Source: an optimization exercise on an open RTL-to-GDS flow (aim: small area, a short achievable clock period and few clock cycles). Production flows keep margins and buffers that such runs may drop.
Only simulation tests tie the RTL to the original design; equivalence was not proved.
Power is estimated from default activity; no workload was simulated.

==> job 728: inputs <==
Design disc_reveal_bitmap, start of the top module:
module disc_reveal_bitmap (
  input  logic                                clk,
  input  logic                                rst_n,
  input  logic                                in_valid,
  output logic                                in_ready,
  input  logic [1:0]                          in_cmd,
  input  logic signed [23:0]                  in_world_x,
  input  logic signed [23:0]                  in_world_y,
  input  logic [3:0]                          in_radius,
  input  logic signed [7:0]                   in_cell_x,
  input  logic signed [7:0]                   in_cell_y,
  output logic                                out_valid,
  input  logic                                out_ready,
  output logic                                out_revealed_bit,
  output logic                                out_in_bounds,
  output logic signed [17:0]                  out_center_x,
  output logic signed [17:0]                  out_center_y,
  input  logic                                cfg_we,
  input  logic [2:0]                          cfg_idx,
  input  logic [23:0]                         cfg_wdata
);
  localparam int NP = 4;    
  localparam int NQ = 4;    
  localparam logic [1:0] CMD_DISC = 2'd0;
  logic [6:0]         grid_cols_r;
  logic [6:0]         grid_rows_r;
  logic signed [23:0] origin_x_r;
  logic signed [23:0] origin_y_r;
  logic [15:0]        cell_size_r;
  always_ff @(posedge clk) begin
    if (!rst_n) begin
      grid_cols_r <= 7'd64;
      grid_rows_r <= 7'd64;
      origin_x_r  <= '0;
      origin_y_r  <= '0;
      cell_size_r <= 16'd8192;
    end else if (cfg_we) begin
      case (cfg_idx)
        3'd0: grid_cols_r <= cfg_wdata[6:0];
        3'd1: grid_rows_r <= cfg_wdata[6:0];
        3'd2: origin_x_r  <= cfg_wdata;
        3'd3: origin_y_r  <= cfg_wdata;
  ...
Settings: LEC_CHECK=0, CAP_MARGIN=30, CELL_PAD_IN_SITES_DETAIL_PLACEMENT=1, CELL_PAD_IN_SITES_GLOBAL_PLACEMENT=1, CORE_MARGIN=2, CORE_UTILIZATION=25, PLACE_DENSITY=0.35, SLEW_MARGIN=40, SYNTH_HIERARCHICAL=1, SYNTH_MEMORY_MAX_BITS=8192; clock period 10.0 ns.
standard.sh (not shown) runs the stock make flow with config.mk's settings and CLKGATE_MAP_FILE= SYNTH_SCRIPT=/design/flow/synth_recipe.tcl, a recipe that flattens the netlist after the stock synthesis.
==> flow/flow/run.sh <==
#!/bin/bash
set -euo pipefail
bash standard.sh SETUP_SLACK_MARGIN=6.2 finish > std_flow.log 2>&1
==> inputs of job 3680, as changes to job 728 <==
--- a/flow/design.v
+++ b/flow/design.v
@@ -132,19 +132,15 @@
   always_ff @(posedge clk) begin
     q <= (q && keep) || (|(r & c));
   end
 endmodule
 module drb_rdcol (
   input  logic [4095:0] map,
-  input  logic [5:0]    x,
+  input  logic [63:0]   csel,
   output logic [63:0]   rows
 );
-  logic [63:0] csel;
-  always_comb begin
-    for (int i = 0; i < 64; i++) csel[i] = (x == 6'(i));
-  end
   for (genvar r = 0; r < 64; r++) begin : g_row
     drb_sel64 u_row (.d(map[r*64 +: 64]), .s(csel), .o(rows[r]));
   end
 endmodule
 module drb_rdrow (
   input  logic [63:0] rows,
@@ -200,20 +196,19 @@
   assign y = !(&a);
 endmodule
 module drb_mask (
   input  logic        en,
   input  logic [5:0]  lo,
   input  logic [5:0]  hi,
-  input  logic [63:0] lim,
   output logic [63:0] m
 );
   logic [63:0] ge;
   logic [63:0] le;
   drb_therm #(.LE(0)) u_ge (.v(lo), .t(ge));
   drb_therm #(.LE(1)) u_le (.v(hi), .t(le));
-  assign m = ge & le & lim & {64{en}};
+  assign m = ge & le & {64{en}};
 endmodule
 module drb_therm #(
   parameter bit LE = 0
 ) (
   input  logic [5:0]  v,
   output logic [63:0] t
@@ -288,12 +283,20 @@
   input  logic [3:0] r,
   input  logic [3:0] idx,
   output logic [7:0] wa
 );
   assign wa = drb_pkg::rect_wa(r, idx);
 endmodule
+module drb_rect_rom_k #(
+  parameter int K = 0
+) (
+  input  logic [3:0] r,
+  output logic [7:0] wa
+);
+  assign wa = drb_pkg::rect_wa(r, 4'(K));
+endmodule
 module drb_rect_cnt (
   input  logic [3:0] r,
   output logic [3:0] n
 );
   assign n = drb_pkg::rect_count(r);
 endmodule
@@ -404,12 +407,18 @@
   logic [3:0] n1;
   logic [3:0] nx;
   logic [7:0] xc0;
   logic [7:0] yc0;
   logic [7:0] xc1;
   logic [7:0] yc1;
+  logic [31:0] wa0;      
+  logic [31:0] wa1;      
+  for (genvar p = 0; p < 4; p++) begin : g_rom
+    drb_rect_rom u_rom0 (.r(bq0[44:41]), .idx(j + 4'(p)), .wa(wa0[p*8 +: 8]));
+    drb_rect_rom_k #(.K(p)) u_rom1 (.r(bq1[44:41]), .wa(wa1[p*8 +: 8]));
+  end
   always_comb begin
     v0     = (cnt != 2'd0);
     v1     = cnt[1];
     go     = v0 && credit;
     fin    = (m0 <= 4'd4);
     retire = go && fin;
@@ -431,39 +440,41 @@
     end else begin
       j_nxt  = 4'd0;
       m0_nxt = new_n;
     end
     for (int p = 0; p < 4; p++) begin
       if (go && m0 > 4'(p)) begin
-        iss[p*25 +: 25] = {1'b1, bq0[44:41], j + 4'(p), xc0, yc0};
+        iss[p*25 +: 25] = {1'b1, wa0[p*8 +: 8], xc0, yc0};
       end else if (retire && v1 && 4'(p) >= m0 && 4'(p) - m0 < n1) begin
-        iss[p*25 +: 25] = {1'b1, bq1[44:41], 4'(p) - m0, xc1, yc1};
+        iss[p*25 +: 25] = {1'b1, wa1[(p - int'(m0)) * 8 +: 8], xc1, yc1};
       end else begin
         iss[p*25 +: 25] = '0;
       end
     end
   end
 endmodule
 module drb_bounds (
   input  logic [24:0] iss,
+  input  logic [6:0]  rows,
+  input  logic [6:0]  cols,
   output logic [24:0] rect
 );
-  function automatic logic [12:0] clip(input logic [7:0] c, input logic [3:0] w);
+  function automatic logic [12:0] clip(input logic [7:0] c, input logic [3:0] w,
+                                       input logic [6:0] lim);
     logic [7:0] lo;
     logic [7:0] hi;
     lo = c - {4'd0, w};
     hi = c + {4'd0, w};
-    clip = {!(!lo[7] && lo[6]) && !hi[7], lo[7] ? 6'd0 : lo[5:0], hi[6] ? 6'd63 : hi[5:0]};
+    if (!hi[7] && hi[6:0] >= lim) hi = {1'b0, lim} - 8'd1;
+    clip = {!(!lo[7] && lo[6]) && !hi[7], lo[7] ? 6'd0 : lo[5:0], hi[5:0]};
   endfunction
-  logic [7:0]  wa;
   logic [12:0] rb;
   logic [12:0] cb;
-  drb_rect_rom u_rom (.r(iss[23:20]), .idx(iss[19:16]), .wa(wa));
   always_comb begin
-    rb   = clip(iss[7:0], wa[3:0]);
-    cb   = clip(iss[15:8], wa[7:4]);
+    rb   = clip(iss[7:0], iss[19:16], rows);
+    cb   = clip(iss[15:8], iss[23:20], cols);
     rect = {iss[24] && rb[12] && cb[12], rb[11:0], cb[11:0]};
   end
 endmodule
 module disc_reveal_bitmap (
   input  logic                                clk,
   input  logic                                rst_n,
@@ -686,12 +697,13 @@
       credit_r <= ({1'b0, oc} + 4'(retire) + 4'(b0b_res_v)) <= 4'(NQ - 1);
     end
   end
   logic [NP*25-1:0] b0b_iss;
   logic             b0b_rd_v;
   logic [5:0]       b0b_rd_x;
+  logic [63:0]      b0b_rd_csel;   
   logic [5:0]       b0b_rd_y;
   logic [36:0]      b0b_res;       
   always_ff @(posedge clk) begin
     if (!rst_n) begin
       b0b_iss   <= '0;
       b0b_res_v <= 1'b0;
@@ -699,18 +711,20 @@
     end else begin
       b0b_iss   <= b0_iss;
       b0b_res_v <= retire;
       b0b_rd_v  <= retire && bq0[46] && bq0[36];
     end
     b0b_rd_x <= bq0[23:18];
+    for (int i = 0; i < 64; i++) b0b_rd_csel[i] <= (bq0[23:18] == 6'(i));
     b0b_rd_y <= bq0[5:0];
     b0b_res  <= {bq0[36], bq0[45] ? bq0[35:0] : 36'd0};
   end
   logic [NP*25-1:0] b0b_rect;
   for (genvar p = 0; p < NP; p++) begin : g_bnd
-    drb_bounds u_bnd (.iss(b0b_iss[p*25 +: 25]), .rect(b0b_rect[p*25 +: 25]));
+    drb_bounds u_bnd (.iss(b0b_iss[p*25 +: 25]), .rows(rows_eff), .cols(cols_eff),
+                      .rect(b0b_rect[p*25 +: 25]));
   end
   logic [NP*25-1:0] b1_rect;
   logic             b1_rd_v;
   logic [5:0]       b1_rd_y;
   logic [36:0]      b1_res;
   logic             keep_r;
@@ -728,35 +742,25 @@
     b1_rd_y <= b0b_rd_y;
     b1_res  <= b0b_res;
   end
   logic [4095:0]    map_q;
   logic [NP*64-1:0] rmask;    
   logic [NP*64-1:0] cmask;    
-  logic [63:0] rlim;
-  logic [63:0] clim;
-  logic [63:0] rlim_ge;
-  logic [63:0] clim_ge;
-  drb_therm #(.LE(0)) u_rlim (.v(rows_eff[5:0]), .t(rlim_ge));
-  drb_therm #(.LE(0)) u_clim (.v(cols_eff[5:0]), .t(clim_ge));
-  assign rlim = rows_eff[6] ? '1 : ~rlim_ge;
-  assign clim = cols_eff[6] ? '1 : ~clim_ge;
   for (genvar p = 0; p < NP; p++) begin : g_port
     logic [63:0] rm;
     logic [63:0] cm;
     drb_mask u_rmask (
       .en  (b1_rect[p*25+24]),
       .lo  (b1_rect[p*25+23 -: 6]),
       .hi  (b1_rect[p*25+17 -: 6]),
-      .lim (rlim),
       .m   (rm)
     );
     drb_mask u_cmask (
       .en  (1'b1),
       .lo  (b1_rect[p*25+11 -: 6]),
       .hi  (b1_rect[p*25+5 -: 6]),
-      .lim (clim),
       .m   (cm)
     );
     for (genvar i = 0; i < 64; i++) begin : g_bit
       assign rmask[i*NP+p] = rm[i];
       assign cmask[i*NP+p] = cm[i];
     end
@@ -774,13 +778,13 @@
   end
   logic [63:0] rd_rows;
   logic        rd_hit;
   logic [63:0] b1_rows;
   logic        b1_hit;
   logic        rd_bit;
-  drb_rdcol u_rdcol (.map(map_q), .x(b0b_rd_x), .rows(rd_rows));
+  drb_rdcol u_rdcol (.map(map_q), .csel(b0b_rd_csel), .rows(rd_rows));
   always_comb begin
     logic [24:0] rc;
     rd_hit = 1'b0;
     for (int p = 0; p < NP; p++) begin
       rc = b1_rect[p*25 +: 25];
       if (rc[24] && b0b_rd_y >= rc[23:18] && b0b_rd_y <= rc[17:12] &&
==> flow/flow/run.sh (replaced) <==
#!/bin/bash
set -euo pipefail
bash standard.sh SETUP_SLACK_MARGIN=6.6 finish > std_flow.log 2>&1
==> run summary <==
| quantity | job 3680 | job 728 |
|---|---|---|
| Outcome | timing/DRC/antenna clean | timing/DRC/antenna clean |
| Average wire length per cell after detail routing | 51.1 um | 53.5 um |
| Cell total after placement | 45900 | 45800 |
| Routed metal-1 wirelength | 981000 um | 991000 um |
| Cell Int Power | 0.0478 W | 0.0456 W |
| Layout clock buffer count | 1134 | 1129 |
| Vias in the first global route | 331000 | 336000 |
| Synthesized netlist cell count | 30100 | 30000 |
| Sequential portion of the cell area | 32.3% | 32.1% |
| End of the worst register-to-register path | bq1[36] | b1_rows[58] |
| Hold wc startpoint | b0b_res[5] | b0b_res[11] |
| First-pass GRT wire length | 3180000 um | 3280000 um |
| Share of cell area taken by multi-input logic gates | 49.0% | 48.5% |
| Number of ordinary inverters in the final layout | 648 | 587 |
| Fraction of final layout cells sized beyond drive strength 1 | 15.2% | 15.0% |
| Number of multi-input logic gates | 23300 | 23200 |
| Maximum number of pins on one net before global-route repair | 222 | 192 |
| Kind of critical path | reg2out | reg2reg |
| Initial Util | 25.1% | 25.1% |
| Estimated wirelength of the detail-placed design | 1520000 um | 1560000 um |
Testbench counts of job 728, summed over its fixed seeds: cycles 3,621.
Testbench counts of job 3680, summed over its fixed seeds: cycles 3,621.

==> re-timing with driven ports <==
In the flow no input, the clock included, has a driving cell. The finished layouts below were timed again as built, in two steps. Step 1 sets driving cells, clkbuf_16 on the clock port and buf_2 on the other inputs (assumed; they add their load-dependent delay and slew). Step 2, shift: input delay + t, output delay - t, t = (earliest + latest rising clock arrival at the registers) / 2. This alone moves slack from input paths to output paths. a / b / c = ideal ports / drivers / drivers and shift; a / b = the first two.
run | t (ns) | setup slack, ns | hold slack, ns
job 728 | 1.384 | 5.812 / 5.812 / 4.989 | 0.328 / 0.328 / 0.328
job 3680 | 1.350 | 6.147 / 5.979 / 5.230 | 0.302 / 0.302 / 0.302
After both steps every run listed still meets setup and hold. The setup slack of job 3680, which loses most, moves by -0.168 ns with the drivers and by -0.917 ns with both steps.
